What follows belongs to an exercise in optimizing a design on an open flow for small area; a production flow would make more cautious choices.
RTL that was checked went through simulation tests only; none was proved equivalent to the original.
Function not checked in runs 7 and 8: the RTL went through the layout flow alone.
Power is estimated from default activity; no workload was simulated.

[config.mk]
export PLATFORM = sky130hd
export DESIGN_NAME = motor_io_top
export DESIGN_NICKNAME = motor_io_top
export VERILOG_FILES = /design/flow/design.v
export SDC_FILE = /design/flow/constraint.sdc
export NUM_CORES = 4
export LEC_CHECK = 0
export ABC_AREA = 1
export CAP_MARGIN = 20
export CORE_MARGIN = 2
export CORE_UTILIZATION = 40
export CTS_BUF_LIST = sky130_fd_sc_hd__clkbuf_2
export SLEW_MARGIN = 20
[constraint.sdc]
create_clock -name core_clock -period 10.0 [get_ports {clk_50}]
set_input_delay 2.0000 -clock core_clock [delete_from_list [all_inputs] [get_ports {clk_50}]]
set_output_delay 2.0000 -clock core_clock [all_outputs]
set_load 0.01 [all_outputs]
[design.v]
`default_nettype none
package motor_io_pkg;
	typedef enum logic [8-1:0] {
		count_0     = 8'h00,  
		count_1     = 8'h04,
		count_2     = 8'h08,
		count_3     = 8'h0C,
		duty_0      = 8'h10,  
		duty_1      = 8'h14,
		duty_2      = 8'h18,
		duty_3      = 8'h1C,
		count_clear = 8'h20   
	} reg_addr_e;
	typedef enum logic [1:0] {step_none, step_up, step_down, step_invalid} quad_step_e;
endpackage
`default_nettype wire
`default_nettype none
module apb_reg_file (
	input  logic                      clk_50,
	input  logic                      reset,
	input  logic                      psel,
	input  logic                      penable,
	input  logic                      pwrite,
	input  logic [8-1:0]  paddr,
	input  logic [32-1:0]  pwdata,
	output logic [32-1:0]  prdata,
	output logic                      pready,
	output logic                      pslverr,
	input  logic [4*32-1:0] enc_counts,
	output logic [4*11-1:0]   pwm_duties,
	output logic [4-1:0] count_clear
);
	logic       access;   
	logic       aligned;  
	logic       in_cnt;   
	logic       in_duty;  
	logic       in_clr;   
	logic [3:0] word;     
	assign access  = psel & penable;
	assign aligned = (paddr[1:0] == 2'b00);
	assign in_cnt  = aligned & (paddr[7:4] == 4'h0);
	assign in_duty = aligned & (paddr[7:4] == 4'h1);
	assign in_clr  = (paddr == 8'h20);
	for (genvar i = 0; i < 4; i++) begin : gen_word
		assign word[i] = (paddr[3:2] == 2'(i));
	end
	logic rd, wr;
	assign rd = access & ~pwrite;
	assign wr = access & pwrite;
	assign pready  = access;
	assign pslverr = access & ~((in_cnt & ~pwrite) | in_duty | in_clr);
	logic [3:0] sel_cnt, sel_duty;
	for (genvar i = 0; i < 4; i++) begin : gen_sel
		assign sel_cnt[i]  = rd & in_cnt & word[i];
		assign sel_duty[i] = rd & in_duty & word[i];
	end
	always_comb begin
		prdata = '0;
		for (int i = 0; i < 4; i++) begin
			prdata = prdata | ({32{sel_cnt[i]}} & enc_counts[i*32 +: 32]);
			prdata[11-1:0] = prdata[11-1:0]
				| ({11{sel_duty[i]}} & pwm_duties[i*11 +: 11]);
		end
	end
	logic [11-1:0] wdata;
	assign wdata = pwdata[11-1:0] & {11{~reset}};
	for (genvar i = 0; i < 4; i++) begin : gen_duty
		logic load;
		assign load = reset | (wr & in_duty & word[i]);
		always_ff @(posedge clk_50) begin
			if (load)
				pwm_duties[i*11 +: 11] <= wdata;  
		end
	end
	always_ff @(posedge clk_50) begin
		count_clear <= pwdata[4-1:0] & {4{~reset & wr & in_clr}};  
	end
endmodule
`default_nettype wire
`default_nettype none
module quad_decoder (
	input  logic                      clk_50,
	input  logic                      reset,
	input  logic [1:0]                pins,   
	input  logic                      clear,
	output logic [32-1:0] count
);
	logic [1:0] sync_0;  
	logic [1:0] sync_1;  
	logic [1:0] prev;    
	always_ff @(posedge clk_50) begin
		if (reset) begin
			sync_0 <= '0;
			sync_1 <= '0;
			prev   <= '0;
		end else begin
			sync_0 <= pins;
			sync_1 <= sync_0;
			prev   <= sync_1;
		end
	end
	logic step, down, kill;
	assign step = sync_1[0] ^ prev[0] ^ sync_1[1] ^ prev[1];
	assign down = prev[1] ^ sync_1[0];
	assign kill = reset | clear;  
	logic [32:0]   tog;   
	logic [32-1:0] next;
	assign tog[0] = step;
	for (genvar i = 0; i < 32; i++) begin : gen_bit
		assign tog[i+1] = tog[i] & (count[i] ^ down);
		assign next[i]  = ~kill & (count[i] ^ tog[i]);
	end
	always_ff @(posedge clk_50) begin
		count <= next;
	end
endmodule
`default_nettype wire
`default_nettype none
module pwm_bank (
	input  logic                      clk_50,
	input  logic                      reset,
	input  logic [4*11-1:0] pwm_duties,
	output logic [4-1:0] pwm_out
);
	logic [11-1:0] period_cnt;  
	logic                    wrap;        
	logic                    valid;       
	logic [4*11-1:0] active;  
	assign wrap = &period_cnt;
	logic [11:0]   carry;
	logic [11-1:0] cnt_next;
	assign carry[0] = 1'b1;
	for (genvar b = 0; b < 11; b++) begin : gen_cnt
		assign cnt_next[b]  = ~reset & (period_cnt[b] ^ carry[b]);
		assign carry[b+1]   = period_cnt[b] & carry[b];
	end
	always_ff @(posedge clk_50) begin
		period_cnt <= cnt_next;
		valid      <= ~reset & (valid | wrap);
		if (wrap)
			active <= pwm_duties;  
	end
	logic [4-1:0] pwm_next;
	for (genvar i = 0; i < 4; i++) begin : gen_ch
		logic [11:0] lt;
		assign lt[0] = 1'b0;
		for (genvar b = 0; b < 11; b++) begin : gen_lt
			logic nc, a;
			assign nc = ~period_cnt[b];
			assign a  = active[i*11 + b];
			assign lt[b+1] = (nc & a) | (nc & lt[b]) | (a & lt[b]);
		end
		assign pwm_next[i] = ~reset & valid & lt[11];
	end
	always_ff @(posedge clk_50) begin
		pwm_out <= pwm_next;  
	end
endmodule
`default_nettype wire
`default_nettype none
module motor_io_top (
	input  logic                                                clk_50,
	input  logic                                                reset,
	input  logic                                                psel,
	input  logic                                                penable,
	input  logic                                                pwrite,
	input  logic [8-1:0]                            paddr,
	input  logic [32-1:0]                            pwdata,
	output logic [32-1:0]                            prdata,
	output logic                                                pready,
	output logic                                                pslverr,
	input  logic [4-1:0]                           enc_a,
	input  logic [4-1:0]                           enc_b,
	output logic [4-1:0]                           pwm_out
);
	logic [4*32-1:0] enc_counts;   
	logic [4*11-1:0]   pwm_duties;   
	logic [4-1:0] count_clear;  
	apb_reg_file apb_reg_file_inst (
		.clk_50      (clk_50),
		.reset       (reset),
		.psel        (psel),
		.penable     (penable),
		.pwrite      (pwrite),
		.paddr       (paddr),
		.pwdata      (pwdata),
		.prdata      (prdata),
		.pready      (pready),
		.pslverr     (pslverr),
		.enc_counts  (enc_counts),
		.pwm_duties  (pwm_duties),
		.count_clear (count_clear)
	);
	for (genvar i = 0; i < 4; i++) begin : gen_enc
		quad_decoder quad_decoder_inst (
			.clk_50 (clk_50),
			.reset  (reset),
			.pins   ({enc_a[i], enc_b[i]}),
			.clear  (count_clear[i]),
			.count  (enc_counts[i*32 +: 32])
		);
	end
	pwm_bank pwm_bank_inst (
		.clk_50     (clk_50),
		.reset      (reset),
		.pwm_duties (pwm_duties),
		.pwm_out    (pwm_out)
	);
endmodule
`default_nettype wire
[run.sh]
#!/bin/bash
# synth_recipe.tcl (not shown) runs the flow's synth.tcl, then flattens the netlist and writes it again
# the make line also repeats each setting of config.mk as NAME=value (left out here)
make -C /OpenROAD-flow-scripts/flow DESIGN_CONFIG=/design/flow/config.mk WORK_HOME=/design/flow/orfs CLKGATE_MAP_FILE= SYNTH_SCRIPT=/design/flow/synth_recipe.tcl finish
==> flow_summary.yaml, run 1 <==
synthesis:
  yosysUniqueCellTypes: 42
  synthAdderAreaFrac_pct: 0.858
  netlist_area_um2: 13100
  ys_warn_count: 3
  synthXorXnorAreaFrac_pct: 0.334
  netlist.area_leader.share_pct: 26.2
  ys_top_cells_by_area: "dfxtp_1 26%, edfxtp_1 20%, nand2_1 8.5%, o21ai_0 7.7%, inv_1 7.5%"
  synth_common_cells: "296 x nand2_1, 261 x inv_1, 201 x o21ai_0"
  yosys.area.top_type: "dfxtp_1"
  muxShareOfSynthArea_pct: 0
  ys_async_sr_fraction_pct: 0
  syn_area_per_cell_um2: 7.68
  syn-num-nets: 1771
  synthCells: 1709
  ys_seq_area_share_pct: 46.4
  synth_flop_cell: "dfxtp_1"
  yosys.area_share.simple_pct: 24.0
  ys_seq_elements: 260
  synth_edf_count: 88
  yosysMostFrequentCell: "nand2_1"
  synth_compound_area_share_pct: 19.1
  synth_top_family_by_area: "simple AND/OR/NAND/NOR gates"
hold_path:
  hold_class: "reg2reg"
timing:
  grt_setup_unrepaired: "false"
  hold_violations: 0
  relSlewSlack_pct: 31.1
  fin_crit_sh_pct: 77.5
  fin_setup_tns_ns: 0
  fmax_ghz: 0.129
  worst_pin_slew_ns: 1.03
  drv_slew: 0
  skew_ns: 0.103
  setup_viol: 0
  layout_min_cycle_time_ns: 7.75
floorplan:
  rows: 66
  start_util_pct: 40.4
  coreArea_um2: 32500
  die-width_um: 185
  dieArea_um2: 34300
  ios: 91
  die_height_um: 185
grt:
  antenna_found_initial: 1
  grt_max_degree: 46
  track_usage_pct: 20.6
  grt_pass1_vias: 11000
  grt_pass1_wl_um: 55700
  grt.overflow.total: 0
place:
  gp_congestion: 0.848
  placed_area_um2: 14300
  dp_cells: 2190
  port_buffers: 69
  place_hpwl_um: 24600
final_layout:
  multi_input_area_um2: 5840
  fin_nets: 1884
  ff_latch_area_um2: 6090
  fin_cells: 2323
  fillers: 3285
  design_area_um2: 15000
  area_growth_pct: 14.3
  drive_above_1_share_pct: 12.6
job:
  drv_cap: 0
worst_setup_path:
  cp_data_arrival_time_ns: 5.75
  crit_fanout: 28
  worstPathRequired_ns: 8.00
  crit_buf_inv: 4
  crit_path_end_kind: "output port"
  crit_chain: "clkdlybuf4s50_1, nor2_1, inv_1, nor4_1, nand3_1, nor2_1, clkinv_1, o21ai_0, a21oi_1, o2111ai_1, clkdlybuf4s50_1"
  crit_type: "in2out"
  cp-start-kind: "input port"
  critPathTopFamily: "buffers and inverters"
  crit_slowest_cell: "clkinv_1"
  worst_path_largest_cell_delay_ns: 0.81
route:
  drtPass1Iterations: 5
  ant_nets: 0
  drc: 0
  viasPerCell: 5.10
  wl_per_cell_um: 14.8
  wirelength_um: 34300
  vias: 11800
  drt_iter0_drc: 936
pwr:
  ir_worst_vdd_mv: 0.0668
  p_per_area_nw_per_um2: 140
  power.total_mw: 2.09
  cellLeakagePower_nw: 5.82
clock_network:
  cts_tree: "yes"
  htreeDepth: 3
  cts-resized-gates: 0
  cts_buffers: 72
  post-cts-setup-buffers: 0
  cts_buffer_depth: 3
  clkSinkCount: 260
  clk_pin_slew_worst_paths_ns: 0.09
  cts_hold_buffers: 0
  cts-root-buf: "clkbuf_2"
  clock_latency_ns: 0.89
run_status:
  status: "complete, no violations"
-- area by class of cell --
cell class | count | share of cell area, %
well taps | 442 | 3.69
clock buffers | 109 | 3.64
inverters | 277 | 6.94
diodes | 1 | 0.0167
multi-input cells | 1130 | 38.9
repair buffers | 81 | 5.17
flip-flops and latches | 260 | 40.6
clock inverters | 23 | 1.03
-- cells by family after synthesis --
family	Yosys count
xor+xnor	5
buf+inv	319
fa+ha+maj	9
simple gates	661
compound gates	455
flops	260
-- flip-flops by register name, summed over array words and instances (netlist names) --
register	count
pwm_bank_inst.valid	1
pwm_bank_inst.active	44
gen_enc.quad_decoder_inst.prev	8
gen_enc.quad_decoder_inst.sync_0	8
pwm_bank_inst.period_cnt	11
gen_enc.quad_decoder_inst.count	128
apb_reg_file_inst.pwm_duties	44
pwm_bank_inst.pwm_out	4
gen_enc.quad_decoder_inst.sync_1	8
apb_reg_file_inst.count_clear	4
-- tightest hold or removal path: stages, from the launching register on --
cell and delay, ns:
dfxtp_1 0.31, inv_1 0.04, nor2_1 0.03
-- path summary, 6_finish.rpt --
path,cells after the start,slack [ns],endpoint,startpoint
hold reg to reg,2,0.40,gen_enc[1].quad_decoder_inst.sync_1[0]$_SDFF_PP0_,gen_enc[1].quad_decoder_inst.sync_0[0]$_SDFF_PP0_
setup reg to reg,15,6.78,gen_enc[2].quad_decoder_inst.count[31]$_DFF_P_,gen_enc[2].quad_decoder_inst.prev[1]$_SDFF_PP0_
hold / removal,2,0.40,gen_enc[1].quad_decoder_inst.sync_1[0]$_SDFF_PP0_,gen_enc[1].quad_decoder_inst.sync_0[0]$_SDFF_PP0_
setup / recovery,11,2.25,prdata[10],paddr[1]
-- cells in the final DEF, fill, tap and decap left out, types with 5 or more instances in the layout --
| cell | instances |
|---|---|
| o21bai_1 | 5 |
| buf_4 | 12 |
| nor2_1 | 176 |
| clkbuf_2 | 109 |
| ha_1 | 9 |
| nand4_2 | 15 |
| o2111ai_1 | 5 |
| o21ai_0 | 201 |
| a21o_1 | 7 |
| nor2_2 | 22 |
| nand4_4 | 5 |
| o211ai_1 | 6 |
| nand2_2 | 22 |
| clkdlybuf4s50_1 | 68 |
| edfxtp_1 | 88 |
| nor2_4 | 17 |
| nand2_1 | 296 |
| dfxtp_1 | 172 |
| o221ai_1 | 5 |
| a21oi_1 | 142 |
| clkinv_1 | 19 |
| o21ai_1 | 18 |
| nand4_1 | 33 |
| o22ai_1 | 35 |
| nand3_1 | 62 |
| inv_2 | 14 |
| nand2_4 | 5 |
| a221oi_1 | 19 |
| inv_1 | 261 |
-- routing by layer --
layer | GRT usage [%] | routed length [um] | share of wire (%)
met5 | 0 | 0 | 0
met4 | 6.86 | 638 | 1.9
met3 | 4.11 | 2260 | 6.6
met2 | 32.0 | 15200 | 44
met1 | 28.7 | 16200 | 47
-- power by group --
group	switching, mW	leakage [nW]	internal, mW
logic	0.0981	3.09	0.0451
clock network	0.467	0.526	0.345
registers	0.0217	2.21	1.12
total	0.587	5.82	1.51
-- per-stage QoR --
stage / util [%] / hold slack (ns) / setup WS (ns)
floorplan: - / 0.388 / 4.31
global placement: 44.0 / 0.390 / 2.26
detailed placement: 44.0 / 0.395 / 2.32
CTS: 46.2 / 0.409 / 2.29
global route: 46.2 / 0.422 / 1.93
finish: 46.2 / 0.403 / 2.25
==> inputs of run 2 (changes only) <==
--- a/config.mk
+++ b/config.mk
@@ -10,4 +10,4 @@
 export CORE_MARGIN = 2
 export CORE_UTILIZATION = 40
-export CTS_BUF_LIST = sky130_fd_sc_hd__clkbuf_2
+export CTS_BUF_LIST = sky130_fd_sc_hd__clkbuf_4
 export SLEW_MARGIN = 20
==> flow_summary.yaml, run 2 <==
final_layout:
  design_area_um2: 15200
  top_register: "gen_enc.quad_decoder_inst.count"
  top_regs: "gen_enc.quad_decoder_inst.count (128), apb_reg_file_inst.pwm_duties (44), pwm_bank_inst.active (44)"
  fillers: 3258
  area_growth_pct: 16.1
  largest_reg_flops: 128
  layout_common_cells: "296 x nand2_1, 261 x inv_1, 201 x o21ai_0"
  drive_above_1_share_pct: 12.3
  final_common_cell: "nand2_1"
  ff_latch_area_um2: 6090
  multi_input_area_um2: 5840
  fin_cells: 2318
  fin_nets: 1887
pwr:
  cellLeakagePower_nw: 5.84
  p_clk_share_pct: 43.7
  power.switching_mw: 0.589
  power.total_mw: 2.28
  swShare_pct: 25.8
  power.internal_mw: 1.69
  ir_worst_vdd_mv: 0.0801
  seqPwrFrac_pct: 50.0
  p_comb_share_pct: 6.3
  p_per_area_nw_per_um2: 150
timing:
  worst_pin_slew_ns: 1.01
  fin_ws_ns: 2.30
  layout_min_cycle_time_ns: 7.70
  fin_setup_tns_ns: 0
  grt_setup_unrepaired: "false"
  skew_ns: 0.0618
  hold_violations: 0
  setup_viol: 0
  fin_crit_sh_pct: 77.0
  fmax_ghz: 0.130
  relSlewSlack_pct: 32.2
  drv_slew: 0
grt:
  grt.overflow.total: 0
  antenna_found_initial: 2
  track_usage_pct: 20.7
  grt_max_degree: 46
  grt_pass1_vias: 11000
  grt_pass1_wl_um: 55800
worst_setup_path:
  crit_slowest_cell: "clkinv_1"
  worst_path_largest_cell_delay_ns: 0.80
  worstPathRequired_ns: 8.00
  critPathTopFamily: "buffers and inverters"
  crit_type: "in2out"
  crit_chain: "clkdlybuf4s50_1, nor2_1, inv_1, nor4_1, nand3_1, nor2_1, clkinv_1, o21ai_0, a21oi_1, o2111ai_1, clkdlybuf4s50_1"
  cp-start-kind: "input port"
  crit_fanout: 28
  crit_buf_inv: 4
  crit_path_end_kind: "output port"
  cp_data_arrival_time_ns: 5.70
synthesis:
  synth_top_family_by_area: "simple AND/OR/NAND/NOR gates"
  yosys.area.top_type: "dfxtp_1"
  synth_flop_cell: "dfxtp_1"
  synthCells: 1709
  muxShareOfSynthArea_pct: 0
  synth_compound_area_share_pct: 19.1
  synth_common_cells: "296 x nand2_1, 261 x inv_1, 201 x o21ai_0"
  syn-num-nets: 1771
  synth_edf_count: 88
  ys_warn_count: 3
  yosysMostFrequentCell: "nand2_1"
  yosys.area_share.simple_pct: 24.0
  netlist_area_um2: 13100
  ys_top_cells_by_area: "dfxtp_1 26%, edfxtp_1 20%, nand2_1 8.5%, o21ai_0 7.7%, inv_1 7.5%"
  synthXorXnorAreaFrac_pct: 0.334
  syn_area_per_cell_um2: 7.68
  ys_seq_elements: 260
  synthAdderAreaFrac_pct: 0.858
  netlist.area_leader.share_pct: 26.2
  yosysUniqueCellTypes: 42
  ys_async_sr_fraction_pct: 0
  ys_seq_area_share_pct: 46.4
place:
  dp_slack_ns: 2.32
  gp_congestion: 0.848
  dp_cells: 2190
  place_hpwl_um: 24600
  port_buffers: 69
  placed_area_um2: 14300
clock_network:
  cts_buffers: 75
  cts_buffer_depth: 3
  post-cts-setup-buffers: 0
  htreeDepth: 3
  cts-root-buf: "clkbuf_4"
  cts_hold_buffers: 0
  cts-resized-gates: 0
  clock_latency_ns: 0.76
  cts_tree: "yes"
  clk_pin_slew_worst_paths_ns: 0.06
  clkSinkCount: 260
run_status:
  status: "complete, no violations"
floorplan:
  ios: 91
  coreArea_um2: 32500
  dieArea_um2: 34300
  die_height_um: 185
  start_util_pct: 40.4
  rows: 66
  die-width_um: 185
hold_path:
  hold_class: "reg2reg"
route:
  wirelength_um: 34400
  drc: 0
  viasPerCell: 5.10
  drt_iter0_drc: 1012
  ant_nets: 0
  wl_per_cell_um: 14.8
  vias: 11800
  drtPass1Iterations: 6
job:
  drv_cap: 0
run 2: changes by cell type in the layout (fill, tap and decap cells not counted):
cell	change
clkbuf_2	-109
clkinv_2	+1
clkinvlp_4	+1
diode_2	+1
clkinv_1	-1
clkinv_4	+1
clkbuf_4	+103
inv_2	-2
run 2: through the flow:
stage	utilization, %	hold WS [ns]
after floorplan	-	0.388
after global placement	44.0	0.390
after detailed placement	44.0	0.395
after CTS	46.9	0.401
after global routing	46.9	0.414
final	46.9	0.394
run 2: layout make-up:
| class | instances | area share (%) |
|---|---|---|
| flip-flops and latches | 260 | 40.0 |
| multi-input cells | 1130 | 38.3 |
| inverters | 277 | 6.83 |
| repair buffers | 81 | 5.09 |
| clock buffers | 103 | 5.08 |
| well taps | 442 | 3.63 |
| clock inverters | 23 | 1.08 |
| diodes | 2 | 0.0329 |
run 2: cell families (layout without fill, tap and decap cells):
kind of cell | Yosys count | in the layout
XOR/XNOR | 5 | 5
AO/OA/AOI/OAI | 455 | 455
AND/OR/NAND/NOR | 661 | 661
adder cells (fa/ha/maj) | 9 | 9
buffers and inverters | 319 | 484
other | 0 | 2
flip-flops | 260 | 260
run 2: power groups by stage:
| stage | clock, mW | sequential [mW] | combinational [mW] |
|---|---|---|---|
| 2_1_floorplan | 0 | 1.15 | 0.102 |
| 3_3_place_gp | 0 | 1.16 | 0.141 |
| 3_5_place_dp | 0 | 1.16 | 0.143 |
| 4_1_cts | 1.04 | 1.14 | 0.144 |
| 5_1_grt | 1.09 | 1.14 | 0.163 |
| 6_report | 0.998 | 1.14 | 0.143 |
run 2: worst paths after layout:
path / startpoint / end / slack [ns] / depth (start not counted)
setup reg to reg: gen_enc[2].quad_decoder_inst.prev[1]$_SDFF_PP0_ / gen_enc[2].quad_decoder_inst.count[31]$_DFF_P_ / 6.76 / 15
hold reg to reg: gen_enc[3].quad_decoder_inst.sync_0[0]$_SDFF_PP0_ / gen_enc[3].quad_decoder_inst.sync_1[0]$_SDFF_PP0_ / 0.39 / 2
hold / removal: gen_enc[3].quad_decoder_inst.sync_0[0]$_SDFF_PP0_ / gen_enc[3].quad_decoder_inst.sync_1[0]$_SDFF_PP0_ / 0.39 / 2
setup / recovery: paddr[1] / prdata[10] / 2.30 / 11
run 2: metal layers:
metal / routed length (um) / global-route usage (%)
met5: 0 / 0
met4: 663 / 6.51
met3: 2190 / 4.48
met2: 15200 / 31.9
met1: 16300 / 28.9
run 2: worst reg2reg max path: cells and delay by family (launching register included):
kind	cells	cell delay [ns]
flops	1	0.43
buf+inv	1	0.07
simple gates	14	2.66
==> inputs of run 3 (changes only) <==
--- a/config.mk
+++ b/config.mk
@@ -6,8 +6,6 @@
 export NUM_CORES = 4
 export LEC_CHECK = 0
-export ABC_AREA = 1
 export CAP_MARGIN = 20
 export CORE_MARGIN = 2
 export CORE_UTILIZATION = 40
-export CTS_BUF_LIST = sky130_fd_sc_hd__clkbuf_4
 export SLEW_MARGIN = 20
==> flow_summary.yaml, run 3 <==
final_layout:
  fin_util_pct: 47.0
  drive_above_1_share_pct: 10.1
  diodes: 0
  top_register: "gen_enc.quad_decoder_inst.count"
  fillers: 3142
  layout_common_cells: "172 x dfxtp_1, 114 x nor2_1, 88 x xnor2_1, 88 x edfxtp_1, 85 x a21oi_1"
  largest_reg_flops: 128
  ff_latch_area_um2: 6090
  top_regs: "gen_enc.quad_decoder_inst.count (128), apb_reg_file_inst.pwm_duties (44), pwm_bank_inst.active (44)"
  final_common_cell: "dfxtp_1"
  design_area_um2: 15800
  fin_nets: 1458
  area_growth_pct: 15.1
  multi_input_area_um2: 7320
synthesis:
  syn-num-nets: 1424
  ys_seq_area_share_pct: 44.3
  netlist_area_um2: 13700
  synthCells: 1362
  yosysMostFrequentCell: "dfxtp_1"
  ys_async_sr_fraction_pct: 0
  syn_area_per_cell_um2: 10.1
  yosys.area.top_type: "dfxtp_1"
  ys_seq_elements: 260
  synth_edf_count: 88
  yosysUniqueCellTypes: 66
  synth_flop_cell: "dfxtp_1"
  netlist.area_leader.share_pct: 25.0
  ys_warn_count: 3
  synth_common_cells: "172 x dfxtp_1, 114 x nor2_1, 92 x xnor2_1"
  ys_top_cells_by_area: "dfxtp_1 25%, edfxtp_1 19%, mux4_2 7.0%, xnor2_1 5.9%, nor2b_1 3.2%"
worst_setup_path:
  crit_fanout: 21
  crit_buf_inv: 2
  cp-start-kind: "input port"
  crit_path_end_kind: "output port"
  worstPathRequired_ns: 8.00
  critPathTopFamily: "simple AND/OR/NAND/NOR gates"
  crit_chain: "clkdlybuf4s50_1, nor4_1, nand2_1, or3_1, or2_2, nor2b_1, clkdlybuf4s50_1"
  crit_slowest_cell: "clkdlybuf4s50_1"
  crit_type: "in2out"
  worst_path_largest_cell_delay_ns: 0.56
  cp_common_cell: "clkdlybuf4s50_1"
  cp_data_arrival_time_ns: 4.66
pwr:
  power.switching_mw: 0.585
  seqPwrFrac_pct: 47.9
  p_clk_share_pct: 43.9
  swShare_pct: 24.2
  cellLeakagePower_nw: 5.17
  p_per_area_nw_per_um2: 153
  p_comb_share_pct: 8.2
  ir_worst_vdd_mv: 0.138
  power.internal_mw: 1.83
floorplan:
  die_height_um: 189
  die-width_um: 189
  rows: 67
  ios: 91
  start_util_pct: 40.8
  coreArea_um2: 33700
  dieArea_um2: 35900
grt:
  grt_pass1_wl_um: 53400
  grt_pass1_vias: 9536
  track_usage_pct: 18.6
  antenna_found_initial: 0
  grt.overflow.total: 0
  grt_max_degree: 53
clock_network:
  clk_pin_slew_worst_paths_ns: 0.06
  clock_latency_ns: 0.57
  post-cts-setup-buffers: 0
  cts_hold_buffers: 0
  htreeDepth: 1
  cts_tree: "yes"
  cts-resized-gates: 0
  clkSinkCount: 260
  cts-root-buf: "clkbuf_16"
  cts_buffers: 30
  cts_buffer_depth: 3
route:
  vias: 10700
  wl_per_cell_um: 18.2
  viasPerCell: 5.70
  drt_iter0_drc: 800
  drtPass1Iterations: 8
  wirelength_um: 34000
  ant_nets: 0
  drc: 0
run_status:
  status: "complete, no violations"
timing:
  grt_setup_unrepaired: "false"
  skew_ns: 0.0207
  fin_crit_sh_pct: 66.6
  fmax_ghz: 0.150
  hold_violations: 0
  relSlewSlack_pct: 40.9
  layout_min_cycle_time_ns: 6.66
  fin_setup_tns_ns: 0
  setup_viol: 0
  drv_slew: 0
  worst_pin_slew_ns: 0.874
place:
  place_hpwl_um: 23900
  gp_congestion: 0.846
  placed_area_um2: 14900
  port_buffers: 69
job:
  drv_cap: 0
hold_path:
  hold_class: "reg2reg"
## run 3: layer usage
metal  wire length [um]  global-route usage [%]  part of all wire [%]  up-vias
li1                   -                       -                     -     5205
met1              16500                    28.1                    49     5171
met2              15200                    28.7                    45      249
met3               1840                    2.32                   5.4       29
met4                409                    3.28                   1.2        0
met5                  0                       0                     0        -
## run 3: layout make-up
type,count,share of cell area (%)
clock inverter,7,0.380
inverter,26,0.617
tap,448,3.54
sequential,260,38.5
clock buffer,49,5.72
timing repair buffer,85,5.04
multi-input combinational,993,46.2
## run 3: through the flow
stage	std cells	power [mW]	hold WS (ns)	worst slack [ns]
after CTS	1868	2.44	0.439	3.34
after global placement	1812	1.37	0.422	3.34
after global routing	1868	2.51	0.448	3.17
after detailed placement	1812	1.38	0.425	3.35
final	1868	2.42	0.435	3.34
after floorplan	1362	1.31	0.414	4.20
## run 3: logic make-up (layout without fill, tap and decap cells)
logic type | after synthesis | after routing | share of synthesized area, %
xor+xnor | 111 | 111 | 7.07
fa+ha+maj | 25 | 25 | 1.98
buf+inv | 109 | 167 | 3.16
compound gates | 261 | 261 | 12.5
mux | 87 | 87 | 10.3
simple gates | 509 | 509 | 20.7
flops | 260 | 260 | 44.3
## run 3: path summary, 6_finish.rpt
check                                                                       start                                                 to  slack, ns  cells past startpoint
worst min register to register  gen_enc[2].quad_decoder_inst.sync_0[0]$_SDFF_PP0_  gen_enc[2].quad_decoder_inst.sync_1[0]$_SDFF_PP0_       0.44                      1
worst min-delay path            gen_enc[2].quad_decoder_inst.sync_0[0]$_SDFF_PP0_  gen_enc[2].quad_decoder_inst.sync_1[0]$_SDFF_PP0_       0.44                      1
worst max register to register  gen_enc[3].quad_decoder_inst.sync_1[0]$_SDFF_PP0_     gen_enc[3].quad_decoder_inst.count[19]$_DFF_P_       6.98                      6
worst max-delay path                                                     paddr[1]                                         prdata[26]       3.34                      7
## run 3: power by group through the flow
| stage | clock network (mW) | registers [mW] | logic (mW) |
|---|---|---|---|
| after global placement | 0 | 1.18 | 0.195 |
| final | 1.06 | 1.16 | 0.198 |
| after CTS | 1.08 | 1.16 | 0.199 |
| after global routing | 1.13 | 1.16 | 0.217 |
| after detailed placement | 0 | 1.18 | 0.198 |
| after floorplan | 0 | 1.16 | 0.151 |
==> inputs of run 4 (changes only) <==
==> flow/run.sh (new file) <==
#!/bin/bash
# Own layout flow: the standard ORFS flow, with three changes that only
# affect how the cells are chosen, not what is built or measured:
#  - synthesis maps the logic with an area-oriented ABC script (flow/abc.script)
#    instead of ORFS's speed script; everything else in synthesis is ORFS's
#    own synth.tcl and the standard flow's wrapper (flatten, rename) unchanged;
#  - port buffers are the smallest buffer, sky130_fd_sc_hd__buf_1;
#  - clock tree synthesis runs without dummy loads.
# Every tool's output goes to a log file in this folder (and ORFS's own logs
# under orfs/logs).
set -euo pipefail
W=$(pwd)
F=$W/flow

# synthesis script: ORFS's synth.tcl with the abc call pointed at our script
sed 's#log_cmd abc {\*}$abc_args#log_cmd abc -script '"$F"'/abc.script {*}[lrange $abc_args 2 end]#' \
	"$FLOW_HOME/scripts/synth.tcl" > "$W/own_synth.tcl"
grep -q "$F/abc.script" "$W/own_synth.tcl"
sed "s#source \$::env(SCRIPTS_DIR)/synth.tcl#source $W/own_synth.tcl#" "$W/synth_recipe.tcl" > "$W/own_synth_recipe.tcl"
grep -q "own_synth.tcl" "$W/own_synth_recipe.tcl"

# The standard.sh, with the synthesis script swapped
sed "s#SYNTH_SCRIPT=[^ ]*synth_recipe.tcl#SYNTH_SCRIPT=$W/own_synth_recipe.tcl#" "$W/standard.sh" > "$W/own_standard.sh"
grep -q "own_synth_recipe.tcl" "$W/own_standard.sh"

bash "$W/own_standard.sh" \
	"BUFFER_PORTS_ARGS=-buffer_cell sky130_fd_sc_hd__buf_1" \
	"CTS_ARGS=-sink_clustering_enable -repair_clock_nets -dont_use_dummy_load -buf_list sky130_fd_sc_hd__clkbuf_2" \
	finish > "$W/flow_make.log" 2>&1
==> flow/abc.script (new file) <==
strash
balance
rewrite
refactor
balance
rewrite
rewrite -z
balance
refactor -z
rewrite -z
balance
dch -f
&get -n
&nf -a -R 1000
&put
topo
==> standard.sh (new file) <==
#!/bin/bash
# synth_recipe.tcl (not shown) runs the flow's synth.tcl, then flattens the netlist and writes it again
# the make line also repeats each setting of config.mk as NAME=value (left out here)
make -C /OpenROAD-flow-scripts/flow DESIGN_CONFIG=/design/flow/config.mk WORK_HOME=/design/flow/orfs CLKGATE_MAP_FILE= SYNTH_SCRIPT=/design/flow/synth_recipe.tcl "${@:-finish}"
--- a/config.mk
+++ b/config.mk
@@ -8,4 +8,5 @@
 export CAP_MARGIN = 20
 export CORE_MARGIN = 2
-export CORE_UTILIZATION = 40
+export CORE_UTILIZATION = 60
+export CTS_BUF_LIST = sky130_fd_sc_hd__clkbuf_2
 export SLEW_MARGIN = 20
removed: run.sh
==> flow_summary.yaml, run 4 <==
final_layout:
  fin_nets: 1299
  layout_common_cells: "202 x nor2_1, 172 x dfxtp_1, 137 x xnor2_1"
  top_register: "gen_enc.quad_decoder_inst.count"
  top_regs: "gen_enc.quad_decoder_inst.count (128), apb_reg_file_inst.pwm_duties (44), pwm_bank_inst.active (44)"
  final_common_cell: "nor2_1"
  largest_reg_flops: 128
  fillers: 1518
  drive_above_1_share_pct: 8.02
  area_growth_pct: 9.79
synthesis:
  synth_common_cells: "205 x nor2_1, 172 x dfxtp_1, 141 x xnor2_1"
  ys_async_sr_fraction_pct: 0
  netlist.area_leader.share_pct: 30.4
  yosysMostFrequentCell: "nor2_1"
  syn_area_per_cell_um2: 10.5
  ys_seq_elements: 260
  synthCells: 1077
  synth_flop_cell: "dfxtp_1"
  yosysUniqueCellTypes: 34
  ys_warn_count: 3
  synth_edf_count: 88
  syn-num-nets: 1139
  ys_top_cells_by_area: "dfxtp_1 30%, edfxtp_1 23%, xnor2_1 11%, xor2_1 9.6%, nor2_1 6.8%"
  netlist_area_um2: 11300
  ys_seq_area_share_pct: 53.8
  yosys.area.top_type: "dfxtp_1"
clock_network:
  clk_pin_slew_worst_paths_ns: 0.08
  htreeDepth: 3
  cts-resized-gates: 0
  clkSinkCount: 260
  cts-root-buf: "clkbuf_2"
  cts_buffer_depth: 3
  cts_hold_buffers: 0
  cts_tree: "yes"
  cts_buffers: 70
  clock_latency_ns: 0.82
  post-cts-setup-buffers: 0
pwr:
  p_clk_share_pct: 30.8
  power.switching_mw: 0.452
  p_comb_share_pct: 6.0
  cellLeakagePower_nw: 4.40
  power.total_mw: 1.80
  seqPwrFrac_pct: 63.2
  p_per_area_nw_per_um2: 145
  ir_worst_vdd_mv: 0.0973
  power.internal_mw: 1.35
  swShare_pct: 25.1
route:
  drtPass1Iterations: 5
  ant_nets: 0
  drc: 0
  wl_per_cell_um: 16.3
  wirelength_um: 24000
  vias: 7882
  viasPerCell: 5.36
  drt_iter0_drc: 538
grt:
  grt_pass1_wl_um: 39000
  grt_max_degree: 55
  grt.overflow.total: 0
  track_usage_pct: 24.8
  antenna_found_initial: 1
  grt_pass1_vias: 7603
floorplan:
  coreArea_um2: 18600
  die-width_um: 141
  start_util_pct: 60.9
  rows: 50
  die_height_um: 141
  ios: 91
  dieArea_um2: 20000
worst_setup_path:
  worst_path_largest_cell_delay_ns: 0.49
  crit_fanout: 31
  worstPathRequired_ns: 10.67
  cp_data_arrival_time_ns: 7.18
  crit_slowest_cell: "buf_4"
  cp-start-kind: "flop"
  crit_path_end_kind: "flop"
  crit_type: "reg2reg"
place:
  dp_slack_ns: 3.39
  port_buffers: 69
  gp_congestion: 0.786
  place_hpwl_um: 15100
timing:
  setup_viol: 0
  skew_ns: 0.107
  worst_pin_slew_ns: 1.01
  fin_setup_tns_ns: 0
  grt_setup_unrepaired: "false"
  fin_crit_sh_pct: 65.1
  layout_min_cycle_time_ns: 6.51
  hold_violations: 0
  relSlewSlack_pct: 32.4
  fmax_ghz: 0.154
  drv_slew: 0
  fin_ws_ns: 3.49
run_status:
  status: "complete, no violations"
job:
  drv_cap: 0
hold_path:
  hold_class: "reg2reg"
run 4: final timing paths:
kind	startpoint	end	slack (ns)	depth (start not counted)
worst min-delay path	apb_reg_file_inst.pwm_duties[3]$_DFFE_PP_	pwm_bank_inst.active[3]$_DFFE_PP_	0.37	0
worst max-delay path	gen_enc[1].quad_decoder_inst.sync_1[0]$_SDFF_PP0_	gen_enc[1].quad_decoder_inst.count[31]$_DFF_P_	3.49	36
worst min register to register	apb_reg_file_inst.pwm_duties[3]$_DFFE_PP_	pwm_bank_inst.active[3]$_DFFE_PP_	0.37	0
worst max register to register	gen_enc[1].quad_decoder_inst.sync_1[0]$_SDFF_PP0_	gen_enc[1].quad_decoder_inst.count[31]$_DFF_P_	3.49	36
run 4: logic make-up after synthesis:
kind of cell               count (synthesis)  share of synthesized area [%]
AOI/OAI and AO/OA                        131                           8.62
xor gates and xnor gates                 265                           20.5
adders and majority gates                 20                           1.97
buffers and inverters                     12                          0.398
DFF                                      260                           53.8
and+or+nand+nor                          389                           14.8
run 4: worst max-delay path: cells and delay by family (launching register included):
| family | cells | cell delay (ns) |
|---|---|---|
| buffers and inverters | 1 | 0.49 |
| AND/OR/NAND/NOR | 31 | 4.92 |
| flip-flops | 1 | 0.40 |
| XOR/XNOR | 2 | 0.31 |
| AO/OA/AOI/OAI | 2 | 0.20 |
run 4: final cells by class:
class | count | area [um^2] | area share [%]
Clock buffer | 70 | 350 | 2.82
Sequential cell | 260 | 6090 | 49.0
Antenna cell | 1 | 2.50 | 0.0201
Timing Repair Buffer | 88 | 403 | 3.24
Tap cell | 234 | 293 | 2.36
Multi-Input combinational cell | 805 | 5250 | 42.2
Inverter | 12 | 45.0 | 0.362
run 4: per-stage QoR:
stage / hold WS [ns] / util, % / instances / cell area [um^2]
2_1_floorplan: 0.414 / - / 1077 / 11300
3_5_place_dp: 0.426 / 64.9 / 1399 / 12100
5_1_grt: 0.367 / 66.9 / 1470 / 12400
3_3_place_gp: 0.417 / 64.9 / 1399 / 12100
4_1_cts: 0.348 / 66.8 / 1469 / 12400
6_report: 0.368 / 66.9 / 1470 / 12400
run 4: power by group through the flow:
stage               Clock (mW)  Combinational [mW]  Sequential (mW)
finish                   0.553               0.108             1.14
global route             0.629               0.121             1.14
CTS                      0.575               0.109             1.14
detailed placement           0               0.108             1.16
global placement             0               0.106             1.16
floorplan                    0              0.0777             1.15
run 4: metal layers:
metal	share of wire (%)	track usage, %
met5	0	0
met4	1.5	8.79
met3	6.1	5.16
met2	44	37.5
met1	49	35.5
==> inputs of run 5 (changes only) <==
--- a/config.mk
+++ b/config.mk
@@ -8,5 +8,5 @@
 export CAP_MARGIN = 20
 export CORE_MARGIN = 2
-export CORE_UTILIZATION = 60
+export CORE_UTILIZATION = 40
 export CTS_BUF_LIST = sky130_fd_sc_hd__clkbuf_2
 export SLEW_MARGIN = 20
==> flow_summary.yaml, run 5 <==
pwr:
  cellLeakagePower_nw: 4.40
  p_comb_share_pct: 5.9
  seqPwrFrac_pct: 63.3
  swShare_pct: 25.1
  p_per_area_nw_per_um2: 143
  power.total_mw: 1.80
  power.internal_mw: 1.35
  power.switching_mw: 0.452
  p_clk_share_pct: 30.8
  ir_worst_vdd_mv: 0.0662
synthesis:
  synth_edf_count: 88
  synth_flop_cell: "dfxtp_1"
  yosys.area.top_type: "dfxtp_1"
  ys_seq_elements: 260
  yosysMostFrequentCell: "nor2_1"
  netlist.area_leader.share_pct: 30.4
  ys_top_cells_by_area: "dfxtp_1 30%, edfxtp_1 23%, xnor2_1 11%, xor2_1 9.6%, nor2_1 6.8%"
  syn_area_per_cell_um2: 10.5
  ys_seq_area_share_pct: 53.8
  synthCells: 1077
  netlist_area_um2: 11300
  yosysUniqueCellTypes: 34
  synth_common_cells: "205 x nor2_1, 172 x dfxtp_1, 141 x xnor2_1"
  ys_warn_count: 3
  ys_async_sr_fraction_pct: 0
  syn-num-nets: 1139
hold_path:
  holdPathStages: 0
  hold_class: "reg2reg"
final_layout:
  largest_reg_flops: 128
  fin_nets: 1299
  top_regs: "gen_enc.quad_decoder_inst.count (128), apb_reg_file_inst.pwm_duties (44), pwm_bank_inst.active (44)"
  drive_above_1_share_pct: 8.02
  final_common_cell: "nor2_1"
  top_register: "gen_enc.quad_decoder_inst.count"
  layout_common_cells: "202 x nor2_1, 172 x dfxtp_1, 137 x xnor2_1"
  area_growth_pct: 11.3
timing:
  drv_slew: 0
  setup_viol: 0
  hold_violations: 0
  worst_pin_slew_ns: 1.07
  fmax_ghz: 0.156
  fin_crit_sh_pct: 64.1
  skew_ns: 0.0881
  fin_setup_tns_ns: 0
  layout_min_cycle_time_ns: 6.41
  grt_setup_unrepaired: "false"
  fin_ws_ns: 3.59
  relSlewSlack_pct: 28.2
floorplan:
  coreArea_um2: 27900
  die_height_um: 172
  die-width_um: 172
  rows: 61
  start_util_pct: 40.6
  dieArea_um2: 29700
  ios: 91
route:
  drc: 0
  viasPerCell: 4.85
  ant_nets: 0
  wirelength_um: 25000
  drt_iter0_drc: 447
  wl_per_cell_um: 15.5
  vias: 7838
  drtPass1Iterations: 5
clock_network:
  htreeDepth: 3
  cts_tree: "yes"
  clock_latency_ns: 0.79
  cts-root-buf: "clkbuf_2"
  cts-resized-gates: 0
  post-cts-setup-buffers: 0
  clkSinkCount: 260
  cts_buffer_depth: 3
  cts_buffers: 70
  cts_hold_buffers: 0
  clk_pin_slew_worst_paths_ns: 0.08
place:
  dp_slack_ns: 3.56
  port_buffers: 69
  place_hpwl_um: 15800
  gp_congestion: 0.770
worst_setup_path:
  r2r.worst_path.cells: 36
  crit_fanout: 11
  cp_data_arrival_time_ns: 4.41
  crit_type: "in2out"
  worstPathRequired_ns: 8.00
  path_depth: 9
  crit_slowest_cell: "nor2_1"
  cp_common_cell: "buf_1"
  cp-start-kind: "input port"
  crit_buf_inv: 2
  crit_chain: "buf_1, nor4b_1, nand2_1, or3_1, nor2_1, a22o_1, a221oi_1, nand3_1, buf_1"
  crit_path_end_kind: "output port"
  worst_path_largest_cell_delay_ns: 0.79
  critPathTopFamily: "simple AND/OR/NAND/NOR gates"
run_status:
  status: "complete, no violations"
grt:
  grt.overflow.total: 0
  grt_pass1_wl_um: 40500
  antenna_found_initial: 1
  grt_pass1_vias: 7883
  grt_max_degree: 61
  track_usage_pct: 17.5
job:
  drv_cap: 0
[run 5: cell counts after synthesis]
Identical to the previous run, type by type.
[run 5: cell type report]
cell class,instances,area (um^2)
Antenna cell,2,5.00
Clock buffer,70,350
Fill cell,2648,15300
Inverter,12,45.0
Multi-Input combinational cell,805,5240
Sequential cell,260,6090
Tap cell,378,473
Timing Repair Buffer,88,403
[run 5: final timing paths]
kind                                                          start                                              to  slack (ns)
setup / recovery                                           paddr[5]                                       prdata[4]        3.59
hold / removal           apb_reg_file_inst.pwm_duties[39]$_DFFE_PP_              pwm_bank_inst.active[39]$_DFFE_PP_        0.39
setup reg to reg  gen_enc[0].quad_decoder_inst.sync_1[0]$_SDFF_PP0_  gen_enc[0].quad_decoder_inst.count[31]$_DFF_P_        3.63
hold reg to reg          apb_reg_file_inst.pwm_duties[39]$_DFFE_PP_              pwm_bank_inst.active[39]$_DFFE_PP_        0.39
[run 5: power groups by stage]
| stage | clock, mW | combinational [mW] | sequential, mW |
|---|---|---|---|
| floorplan | 0 | 0.0777 | 1.15 |
| global placement | 0 | 0.105 | 1.16 |
| detailed placement | 0 | 0.108 | 1.16 |
| CTS | 0.585 | 0.108 | 1.14 |
| global route | 0.636 | 0.120 | 1.14 |
| finish | 0.553 | 0.107 | 1.14 |
[run 5: stage by stage]
stage	instance area, um^2	cells	util [%]	hold slack [ns]
6_report	12600	1615	45.2	0.389
5_1_grt	12600	1615	45.2	0.420
4_1_cts	12600	1613	45.2	0.388
3_5_place_dp	12200	1543	44.0	0.420
3_3_place_gp	12200	1543	44.0	0.418
2_1_floorplan	11300	1077	-	0.414
[run 5: per-layer routing]
metal | GRT usage (%) | vias up | share of wire [%]
met3 | 3.73 | 40 | 5.4
met4 | 6.72 | 0 | 1.6
li1 | - | 3994 | -
met5 | 0 | - | 0
met1 | 23.1 | 3608 | 48
met2 | 28.2 | 196 | 45
[run 5: worst register-to-register path, delay by kind of cell (launching register included)]
kind            cells  cell delay [ns]
xor+xnor            2             0.31
compound gates      2             0.20
simple gates       31             4.89
buf+inv             1             0.50
flops               1             0.41
[run 5: cell families after synthesis]
family	share of synthesized area (%)
xor gates and xnor gates	20.5
buffers and inverters	0.398
AOI/OAI and AO/OA	8.62
and+or+nand+nor	14.8
DFF	53.8
adders and majority gates	1.97
==> inputs of run 6 (changes only) <==
--- a/flow/run.sh
+++ b/flow/run.sh
@@ -26,4 +26,4 @@
 bash "$W/own_standard.sh" \
 	"BUFFER_PORTS_ARGS=-buffer_cell sky130_fd_sc_hd__buf_1" \
-	"CTS_ARGS=-sink_clustering_enable -repair_clock_nets -dont_use_dummy_load -buf_list sky130_fd_sc_hd__clkbuf_2" \
+	"CTS_ARGS=-sink_clustering_enable -repair_clock_nets -dont_use_dummy_load -buf_list sky130_fd_sc_hd__clkbuf_4 -sink_clustering_size 10 -sink_clustering_max_diameter 50" \
 	finish > "$W/flow_make.log" 2>&1
--- a/config.mk
+++ b/config.mk
@@ -8,5 +8,5 @@
 export CAP_MARGIN = 20
 export CORE_MARGIN = 2
-export CORE_UTILIZATION = 40
-export CTS_BUF_LIST = sky130_fd_sc_hd__clkbuf_2
+export CORE_UTILIZATION = 60
+export CTS_BUF_LIST = sky130_fd_sc_hd__clkbuf_4
 export SLEW_MARGIN = 20
==> flow_summary.yaml, run 6 <==
hold_path:
  holdPathStages: 1
  hold_class: "reg2reg"
synthesis:
  ys_top_cells_by_area: "dfxtp_1 30%, edfxtp_1 23%, xnor2_1 11%, xor2_1 9.6%, nor2_1 6.8%"
  ys_seq_elements: 260
  netlist.area_leader.share_pct: 30.4
  ys_warn_count: 3
  yosys.area.top_type: "dfxtp_1"
  netlist_area_um2: 11300
  ys_seq_area_share_pct: 53.8
  synth_edf_count: 88
  ys_async_sr_fraction_pct: 0
  yosysUniqueCellTypes: 34
  syn-num-nets: 1139
  synth_common_cells: "205 x nor2_1, 172 x dfxtp_1, 141 x xnor2_1"
  syn_area_per_cell_um2: 10.5
  yosysMostFrequentCell: "nor2_1"
  synth_flop_cell: "dfxtp_1"
  synthCells: 1077
grt:
  grt_max_degree: 55
  antenna_found_initial: 1
  grt.overflow.total: 0
  track_usage_pct: 24.2
  grt_pass1_vias: 7257
  grt_pass1_wl_um: 38400
final_layout:
  fin_util_pct: 66.4
  area_growth_pct: 8.95
  fin_cells: 1434
  largest_reg_flops: 128
  top_regs: "gen_enc.quad_decoder_inst.count (128), apb_reg_file_inst.pwm_duties (44), pwm_bank_inst.active (44)"
  fin_nets: 1263
  fillers: 1500
  final_common_cell: "nor2_1"
  drive_above_1_share_pct: 5.25
  layout_common_cells: "202 x nor2_1, 172 x dfxtp_1, 137 x xnor2_1"
  top_register: "gen_enc.quad_decoder_inst.count"
floorplan:
  coreArea_um2: 18600
  dieArea_um2: 20000
  ios: 91
  rows: 50
  start_util_pct: 60.9
  die_height_um: 141
  die-width_um: 141
worst_setup_path:
  crit_path_end_kind: "flop"
  crit_fanout: 31
  path_depth: 36
  crit_slowest_cell: "buf_4"
  worstPathRequired_ns: 10.49
  cp-start-kind: "flop"
  r2r.worst_path.cells: 36
  cp_data_arrival_time_ns: 6.97
  crit_type: "reg2reg"
  crit_buf_inv: 1
  worst_path_largest_cell_delay_ns: 0.49
  critPathTopFamily: "simple AND/OR/NAND/NOR gates"
clock_network:
  clkSinkCount: 260
  htreeDepth: 2
  cts-resized-gates: 0
  cts_buffers: 34
  cts_tree: "yes"
  clock_latency_ns: 0.62
  cts-root-buf: "clkbuf_4"
  cts_hold_buffers: 0
  clk_pin_slew_worst_paths_ns: 0.08
  post-cts-setup-buffers: 0
  cts_buffer_depth: 3
route:
  drtPass1Iterations: 5
  wirelength_um: 23600
  drt_iter0_drc: 437
  ant_nets: 0
  viasPerCell: 5.37
  wl_per_cell_um: 16.5
  vias: 7701
  drc: 0
timing:
  layout_min_cycle_time_ns: 6.48
  hold_violations: 0
  fmax_ghz: 0.154
  worst_pin_slew_ns: 1.07
  skew_ns: 0.0450
  grt_setup_unrepaired: "false"
  relSlewSlack_pct: 28.3
  drv_slew: 0
  fin_setup_tns_ns: 0
  setup_viol: 0
  fin_crit_sh_pct: 64.8
  holdWs_ns: 0.442
pwr:
  power.switching_mw: 0.407
  p_comb_share_pct: 6.3
  ir_worst_vdd_mv: 0.0871
  p_per_area_nw_per_um2: 140
  swShare_pct: 23.5
  power.internal_mw: 1.32
  power.total_mw: 1.73
  p_clk_share_pct: 28.0
  cellLeakagePower_nw: 4.27
  seqPwrFrac_pct: 65.8
job:
  drv_cap: 0
run_status:
  status: "complete, no violations"
place:
  gp_congestion: 0.786
  place_hpwl_um: 15100
  port_buffers: 69
  dp_cells: 1399
run 6: cell counts after synthesis:
No cell type changed its count.
run 6: final timing paths:
| check | slack, ns | start | to |
|---|---|---|---|
| max | 3.52 | gen_enc[1].quad_decoder_inst.sync_1[0]$_SDFF_PP0_ | gen_enc[1].quad_decoder_inst.count[31]$_DFF_P_ |
| min | 0.44 | gen_enc[1].quad_decoder_inst.sync_0[0]$_SDFF_PP0_ | gen_enc[1].quad_decoder_inst.sync_1[0]$_SDFF_PP0_ |
| max reg2reg | 3.52 | gen_enc[1].quad_decoder_inst.sync_1[0]$_SDFF_PP0_ | gen_enc[1].quad_decoder_inst.count[31]$_DFF_P_ |
| min reg2reg | 0.44 | gen_enc[1].quad_decoder_inst.sync_0[0]$_SDFF_PP0_ | gen_enc[1].quad_decoder_inst.sync_1[0]$_SDFF_PP0_ |
run 6: logic make-up after synthesis:
group,Yosys count,synth area share (%)
buffers and inverters,12,0.398
AND/OR/NAND/NOR,389,14.8
AO/OA/AOI/OAI,131,8.62
XOR/XNOR,265,20.5
adder cells (fa/ha/maj),20,1.97
flip-flops,260,53.8
run 6: metrics by stage:
stage,setup slack [ns],cell area [um^2]
3_5_place_dp,3.39,12100
4_1_cts,3.30,12300
5_1_grt,2.67,12300
2_1_floorplan,2.83,11300
3_3_place_gp,3.52,12100
6_report,3.52,12300
run 6: area by class of cell:
type                            instances  area, um^2  share of cell area [%]
Antenna cell                            1        2.50                  0.0203
Tap cell                              234         293                    2.37
Inverter                               12        45.0                   0.365
Clock buffer                           34         255                    2.07
Multi-Input combinational cell        805        5250                    42.6
Sequential cell                       260        6090                    49.3
Timing Repair Buffer                   88         403                    3.27
run 6: worst reg2reg max path, delay by kind of cell, from the launching register on:
| kind | cells | cell delay, ns |
|---|---|---|
| AND/OR/NAND/NOR | 31 | 4.96 |
| XOR/XNOR | 2 | 0.32 |
| AO/OA/AOI/OAI | 2 | 0.20 |
| flip-flops | 1 | 0.41 |
| buffers and inverters | 1 | 0.49 |
run 6: power by group through the flow:
stage               Sequential (mW)  Combinational (mW)  Clock (mW)
finish                         1.14               0.108       0.484
global placement               1.16               0.106           0
detailed placement             1.16               0.108           0
CTS                            1.14               0.109       0.501
floorplan                      1.15              0.0777           0
global route                   1.14               0.121       0.545
run 6: metal layers:
layer  global-route usage (%)  wire, um  share of wire, %  vias up
li1                         -         -                 -     3909
met1                     36.0     11600                49     3557
met2                     37.1     10400                44      197
met3                     3.68      1260               5.3       38
met4                     6.74       424               1.8        0
met5                        0         0                 0        -
==> inputs of run 7 (changes only) <==
--- a/design.v
+++ b/design.v
@@ -84,4 +84,5 @@
 	input  logic [1:0]                pins,   
 	input  logic                      clear,
+	input  logic                      settle,  
 	output logic [32-1:0] count
 );
@@ -90,18 +91,15 @@
 	logic [1:0] prev;    
 	always_ff @(posedge clk_50) begin
-		if (reset) begin
-			sync_0 <= '0;
-			sync_1 <= '0;
-			prev   <= '0;
-		end else begin
-			sync_0 <= pins;
-			sync_1 <= sync_0;
-			prev   <= sync_1;
-		end
+		sync_0 <= pins;
+		sync_1 <= sync_0;
+		if (reset || settle)
+			prev <= '0;
+		else
+			prev <= sync_1;
 	end
 	logic step, down, kill;
 	assign step = sync_1[0] ^ prev[0] ^ sync_1[1] ^ prev[1];
 	assign down = prev[1] ^ sync_1[0];
-	assign kill = reset | clear;  
+	assign kill = reset | settle | clear;  
 	logic [32:0]   tog;   
 	logic [32-1:0] next;
@@ -192,4 +190,10 @@
 		.count_clear (count_clear)
 	);
+	logic reset_d1, reset_d2, settle;
+	always_ff @(posedge clk_50) begin
+		reset_d1 <= reset;
+		reset_d2 <= reset_d1;
+	end
+	assign settle = reset_d1 | reset_d2;
 	for (genvar i = 0; i < 4; i++) begin : gen_enc
 		quad_decoder quad_decoder_inst (
@@ -198,4 +202,5 @@
 			.pins   ({enc_a[i], enc_b[i]}),
 			.clear  (count_clear[i]),
+			.settle (settle),
 			.count  (enc_counts[i*32 +: 32])
 		);
--- a/flow/run.sh
+++ b/flow/run.sh
@@ -6,5 +6,6 @@
 #    own synth.tcl and the standard flow's wrapper (flatten, rename) unchanged;
 #  - port buffers are the smallest buffer, sky130_fd_sc_hd__buf_1;
-#  - clock tree synthesis runs without dummy loads.
+#  - clock tree synthesis runs without dummy loads, with clkbuf_4 buffers
+#    and clusters of at most 10 flip-flops.
 # Every tool's output goes to a log file in this folder (and ORFS's own logs
 # under orfs/logs).
--- a/config.mk
+++ b/config.mk
@@ -8,5 +8,5 @@
 export CAP_MARGIN = 20
 export CORE_MARGIN = 2
-export CORE_UTILIZATION = 60
+export CORE_UTILIZATION = 40
 export CTS_BUF_LIST = sky130_fd_sc_hd__clkbuf_4
 export SLEW_MARGIN = 20
==> flow_summary.yaml, run 7 <==
clock_network:
  cts_tree: "yes"
  cts_buffer_depth: 3
  post-cts-setup-buffers: 0
  clock_latency_ns: 0.65
  cts_hold_buffers: 0
  cts-resized-gates: 0
  htreeDepth: 2
  cts-root-buf: "clkbuf_4"
  clkSinkCount: 262
  cts_buffers: 36
  clk_pin_slew_worst_paths_ns: 0.11
worst_setup_path:
  worstPathRequired_ns: 10.52
  critPathTopFamily: "simple AND/OR/NAND/NOR gates"
  cp_data_arrival_time_ns: 6.91
  crit_fanout: 31
  cp-start-kind: "flop"
  crit_path_end_kind: "flop"
  worst_path_largest_cell_delay_ns: 0.49
  crit_slowest_cell: "buf_4"
  crit_buf_inv: 1
  crit_type: "reg2reg"
  r2r_slack_ns: 3.61
floorplan:
  rows: 61
  die_height_um: 172
  dieArea_um2: 29500
  start_util_pct: 40.5
  ios: 91
  coreArea_um2: 27800
  die-width_um: 172
timing:
  worst_pin_slew_ns: 0.969
  hold_violations: 0
  setup_viol: 0
  fin_setup_tns_ns: 0
  skew_ns: 0.0852
  grt_setup_unrepaired: "false"
  relSlewSlack_pct: 35.2
  fin_crit_sh_pct: 63.9
  drv_slew: 0
  layout_min_cycle_time_ns: 6.39
  fmax_ghz: 0.156
final_layout:
  design_area_um2: 12500
  largest_reg_flops: 128
  ff_latch_area_um2: 6130
  top_regs: "gen_enc.quad_decoder_inst.count (128), apb_reg_file_inst.pwm_duties (44), pwm_bank_inst.active (44)"
  drive_above_1_share_pct: 5.72
  fillers: 2666
  multi_input_area_um2: 5140
  top_register: "gen_enc.quad_decoder_inst.count"
  area_growth_pct: 10.8
  layout_common_cells: "199 x nor2_1, 174 x dfxtp_1, 137 x xnor2_1"
  fin_nets: 1253
  final_common_cell: "nor2_1"
pwr:
  ir_worst_vdd_mv: 0.0967
  p_per_area_nw_per_um2: 140
  cellLeakagePower_nw: 4.23
place:
  gp_congestion: 0.744
  place_hpwl_um: 15700
  port_buffers: 69
  placed_area_um2: 12200
synthesis:
  synth_edf_count: 88
  yosysUniqueCellTypes: 33
  synth_flop_cell: "dfxtp_1"
  synth_common_cells: "204 x nor2_1, 174 x dfxtp_1, 141 x xnor2_1"
  synthAdderAreaFrac_pct: 1.98
  ys_async_sr_fraction_pct: 0
  ys_seq_area_share_pct: 54.4
  ys_top_cells_by_area: "dfxtp_1 31%, edfxtp_1 23%, xnor2_1 11%, xor2_1 9.6%, nor2_1 6.8%"
  yosys.area.top_type: "dfxtp_1"
  syn-num-nets: 1127
  synthXorXnorAreaFrac_pct: 20.6
  ys_seq_elements: 262
  netlist.area_leader.share_pct: 30.9
  ys_warn_count: 4
  synth_top_family_by_area: "XOR/XNOR gates"
  muxShareOfSynthArea_pct: 0
  synth_compound_area_share_pct: 8.62
  syn_area_per_cell_um2: 10.6
  yosysMostFrequentCell: "nor2_1"
  synthCells: 1065
  yosys.area_share.simple_pct: 13.9
  netlist_area_um2: 11300
hold_path:
  hold_class: "reg2reg"
grt:
  grt_pass1_vias: 7553
  grt.overflow.total: 0
  grt_max_degree: 46
  track_usage_pct: 17.2
  antenna_found_initial: 1
  grt_pass1_wl_um: 39700
run_status:
  status: "complete, no violations"
route:
  wirelength_um: 24600
  viasPerCell: 4.83
  wl_per_cell_um: 15.7
  drc: 0
  vias: 7580
  ant_nets: 0
  drtPass1Iterations: 5
  drt_iter0_drc: 487
job:
  drv_cap: 0
==> run 7: changes by cell type after synthesis, sizes merged, moves of 4 or more <==
cell and delta:
nor2b -24, or2 -4, and2 +8, a22oi -5
==> run 7: worst paths after layout <==
check,endpoint,cells past startpoint,start
setup / recovery,gen_enc[2].quad_decoder_inst.count[31]$_DFF_P_,36,gen_enc[2].quad_decoder_inst.sync_1[0]$_DFF_P_
hold / removal,gen_enc[2].quad_decoder_inst.sync_1[0]$_DFF_P_,0,gen_enc[2].quad_decoder_inst.sync_0[0]$_DFF_P_
setup reg to reg,gen_enc[2].quad_decoder_inst.count[31]$_DFF_P_,36,gen_enc[2].quad_decoder_inst.sync_1[0]$_DFF_P_
hold reg to reg,gen_enc[2].quad_decoder_inst.sync_1[0]$_DFF_P_,0,gen_enc[2].quad_decoder_inst.sync_0[0]$_DFF_P_
==> run 7: stage by stage <==
step / util (%) / hold slack [ns] / instances / worst slack, ns / power, mW
floorplan: - / 0.310 / 1065 / 2.84 / 1.24
global placement: 43.9 / 0.310 / 1531 / 3.61 / 1.27
detailed placement: 43.9 / 0.312 / 1531 / 3.56 / 1.27
CTS: 44.9 / 0.335 / 1567 / 3.59 / 1.77
global route: 44.9 / 0.336 / 1568 / 2.63 / 1.83
finish: 44.9 / 0.334 / 1568 / 3.61 / 1.75
==> run 7: cells by family (layout without fill, tap and decap cells) <==
kind of cell,count (synthesis),in the layout
XOR/XNOR,265,265
AO/OA/AOI/OAI,132,132
flip-flops,262,262
other,0,1
AND/OR/NAND/NOR,371,371
adder cells (fa/ha/maj),20,20
buffers and inverters,15,139
==> run 7: power by group <==
group	total [mW]	internal, mW	leakage (nW)	switching [mW]
Sequential	1.14	1.12	2.23	0.0130
Combinational	0.111	0.0446	1.84	0.0659
Clock	0.499	0.167	0.166	0.333
==> run 7: layer usage <==
metal / wire length, um / up-vias / global-route usage, % / share of wire, %
met2: 10800 / 157 / 27.3 / 44
met5: 0 / - / 0 / 0
li1: - / 3878 / - / -
met4: 560 / 0 / 5.08 / 2.3
met3: 1000 / 41 / 2.83 / 4.1
met1: 12200 / 3504 / 24.1 / 50
==> run 7: layout make-up <==
type / instances / share of cell area [%]
inverter: 15 / 0.451
multi-input combinational: 788 / 41.2
tap: 378 / 3.79
timing repair buffer: 88 / 3.22
clock buffer: 36 / 2.17
sequential: 262 / 49.1
antenna: 1 / 0.0201
==> run 7: worst reg2reg max path: cells and delay by family (launching register included) <==
kind            cells  cell delay (ns)
compound gates      2             0.20
xor+xnor            2             0.31
buf+inv             1             0.49
flops               1             0.42
simple gates       31             4.85
==> inputs of run 8 (changes only) <==
--- a/flow/run.sh
+++ b/flow/run.sh
@@ -28,3 +28,4 @@
 	"BUFFER_PORTS_ARGS=-buffer_cell sky130_fd_sc_hd__buf_1" \
 	"CTS_ARGS=-sink_clustering_enable -repair_clock_nets -dont_use_dummy_load -buf_list sky130_fd_sc_hd__clkbuf_4 -sink_clustering_size 10 -sink_clustering_max_diameter 50" \
+	"RECOVER_POWER=100" \
 	finish > "$W/flow_make.log" 2>&1
--- a/config.mk
+++ b/config.mk
@@ -6,7 +6,7 @@
 export NUM_CORES = 4
 export LEC_CHECK = 0
-export CAP_MARGIN = 20
+export CAP_MARGIN = 0
 export CORE_MARGIN = 2
 export CORE_UTILIZATION = 40
 export CTS_BUF_LIST = sky130_fd_sc_hd__clkbuf_4
-export SLEW_MARGIN = 20
+export SLEW_MARGIN = 0
==> flow_summary.yaml, run 8 <==
final_layout:
  final_common_cell: "nor2_1"
  top_register: "gen_enc.quad_decoder_inst.count"
  top_regs: "gen_enc.quad_decoder_inst.count (128), apb_reg_file_inst.pwm_duties (44), pwm_bank_inst.active (44)"
  fin_nets: 1253
  design_area_um2: 12400
  drive_above_1_share_pct: 4.29
  layout_common_cells: "201 x nor2_1, 174 x dfxtp_1, 137 x xnor2_1"
  largest_reg_flops: 128
  area_growth_pct: 10.2
synthesis:
  synth_common_cells: "204 x nor2_1, 174 x dfxtp_1, 141 x xnor2_1"
  syn-num-nets: 1127
  netlist.area_leader.share_pct: 30.9
  ys_top_cells_by_area: "dfxtp_1 31%, edfxtp_1 23%, xnor2_1 11%, xor2_1 9.6%, nor2_1 6.8%"
  netlist_area_um2: 11300
  synthCells: 1065
  synth_flop_cell: "dfxtp_1"
  yosysMostFrequentCell: "nor2_1"
  yosys.area.top_type: "dfxtp_1"
  ys_warn_count: 4
  yosysUniqueCellTypes: 33
  synth_edf_count: 88
  ys_async_sr_fraction_pct: 0
  syn_area_per_cell_um2: 10.6
  ys_seq_area_share_pct: 54.4
  ys_seq_elements: 262
timing:
  fmax_ghz: 0.128
  drv_slew: 243
  relSlewSlack_pct: -67.3
  grt_setup_unrepaired: "false"
  setup_viol: 0
  layout_min_cycle_time_ns: 7.84
  worst_pin_slew_ns: 2.51
  holdWs_ns: 0.334
  hold_violations: 0
  fin_setup_tns_ns: 0
  fin_crit_sh_pct: 78.4
  skew_ns: 0.0853
clock_network:
  post-cts-setup-buffers: 0
  htreeDepth: 2
  cts-root-buf: "clkbuf_4"
  clkSinkCount: 262
  clk_pin_slew_worst_paths_ns: 0.10
  cts_hold_buffers: 0
  cts_buffer_depth: 3
  cts-resized-gates: 0
  clock_latency_ns: 0.65
  cts_tree: "yes"
  cts_buffers: 36
worst_setup_path:
  critPathTopFamily: "simple AND/OR/NAND/NOR gates"
  regToRegStartpoint: "gen_enc[3].quad_decoder_inst.sync_1[0]$_DFF_P_"
  crit_fanout: 31
  critPathLaunch: "gen_enc[3].quad_decoder_inst.sync_1[0]$_DFF_P_"
  worst_path_largest_cell_delay_ns: 1.72
  crit_buf_inv: 1
  worstPathRequired_ns: 10.52
  path_depth: 36
  r2r.worst_path.cells: 36
  crit_path_end_kind: "flop"
  crit_slowest_cell: "clkbuf_1"
  cp-start-kind: "flop"
  cp_data_arrival_time_ns: 8.36
  crit_type: "reg2reg"
run_status:
  status: "failed layout checks"
  so_faults: "max-capacitance violations, max-slew violations"
floorplan:
  ios: 91
  die_height_um: 172
  coreArea_um2: 27800
  rows: 61
  die-width_um: 172
  dieArea_um2: 29500
  start_util_pct: 40.5
route:
  wirelength_um: 24600
  wl_per_cell_um: 15.7
  drtPass1Iterations: 5
  drc: 0
  vias: 7569
  viasPerCell: 4.83
  drt_iter0_drc: 475
  ant_nets: 0
hold_path:
  holdPathStages: 0
  worstHoldStart: "gen_enc[2].quad_decoder_inst.sync_0[0]$_DFF_P_"
  hold_class: "reg2reg"
grt:
  grt_max_degree: 46
  track_usage_pct: 17.2
  grt_pass1_wl_um: 39700
  antenna_found_initial: 1
  grt.overflow.total: 0
  grt_pass1_vias: 7553
pwr:
  cellLeakagePower_nw: 4.19
  p_per_area_nw_per_um2: 141
  ir_worst_vdd_mv: 0.0969
place:
  gp_congestion: 0.744
  place_hpwl_um: 15700
  port_buffers: 69
  placed_area_um2: 12200
job:
  drv_cap: 7
## run 8: cell types whose count changed in the layout (fill, tap and decap cells not counted), moves of 2 or more
cell      previous run  this run
clkbuf_1             0        12
nor2_1             199       201
nor2_2               5         3
buf_4               19         7
## run 8: logic make-up (layout without fill, tap and decap cells)
logic type | Yosys count | in the layout | share of synthesized area [%]
DFF | 262 | 262 | 54.4
adders and majority gates | 20 | 20 | 1.98
other | 0 | 1 | 0
and+or+nand+nor | 371 | 371 | 13.9
xor gates and xnor gates | 265 | 265 | 20.6
AOI/OAI and AO/OA | 132 | 132 | 8.62
buffers and inverters | 15 | 139 | 0.500
## run 8: final timing paths
kind	slack [ns]	endpoint
hold reg to reg	0.33	gen_enc[2].quad_decoder_inst.sync_1[0]$_DFF_P_
setup reg to reg	2.16	gen_enc[3].quad_decoder_inst.count[31]$_DFF_P_
setup / recovery	2.16	gen_enc[3].quad_decoder_inst.count[31]$_DFF_P_
hold / removal	0.33	gen_enc[2].quad_decoder_inst.sync_1[0]$_DFF_P_
## run 8: layout make-up
| type | count | area [um^2] |
|---|---|---|
| antenna | 1 | 2.50 |
| clock buffer | 36 | 270 |
| fill | 2681 | 15400 |
| inverter | 15 | 56.3 |
| multi-input combinational | 788 | 5120 |
| sequential | 262 | 6130 |
| tap | 378 | 473 |
| timing repair buffer | 88 | 357 |
## run 8: power by group
group / total, mW / switching (mW) / internal [mW]
combinational: 0.109 / 0.0656 / 0.0437
clock: 0.498 / 0.332 / 0.166
sequential: 1.14 / 0.0129 / 1.12
## run 8: routing by layer
layer  GRT usage [%]  wire length, um
met4            5.08              561
met5               0                0
met2            27.3            10800
met3            2.83              968
met1            24.1            12200
## run 8: metrics by stage
stage / cells / setup WS (ns) / total power, mW / utilization [%]
after floorplan: 1065 / 2.84 / 1.24 / -
after global placement: 1531 / 3.61 / 1.27 / 43.9
after detailed placement: 1531 / 3.56 / 1.27 / 43.9
after CTS: 1567 / 3.59 / 1.77 / 44.9
after global routing: 1568 / 1.37 / 1.83 / 44.7
final: 1568 / 2.16 / 1.74 / 44.7

[afterwards: timing with drivers on the ports]
Ports are ideal in the flow. The routed layouts listed here were re-timed in OpenROAD. Step 1 assumes that a clkbuf_16 drives the clock port and a buf_2 every other input. Step 2 also shifts input and output timing later by t, the mid clock arrival at the registers, as if the neighbouring blocks saw the same clock. a / b / c = ideal / step 1 / step 2; a / b = the first two.
| run | shift t [ns] | setup WS [ns] |
|---|---|---|
| run 1 | 0.888 | 2.251 / 2.225 / 2.225 |
| run 2 | 0.786 | 2.299 / 2.273 / 2.273 |
| run 3 | 0.606 | 3.342 / 3.319 / 3.319 |
| run 4 | 0.816 | 3.487 / 3.487 / 3.487 |
| run 5 | 0.786 | 3.595 / 3.574 / 3.574 |
| run 6 | 0.637 | 3.522 / 3.522 / 3.522 |
| run 7 | 0.650 | 3.609 / 3.609 / 3.609 |
| run 8 | 0.649 | 2.160 / 2.160 / 2.160 |
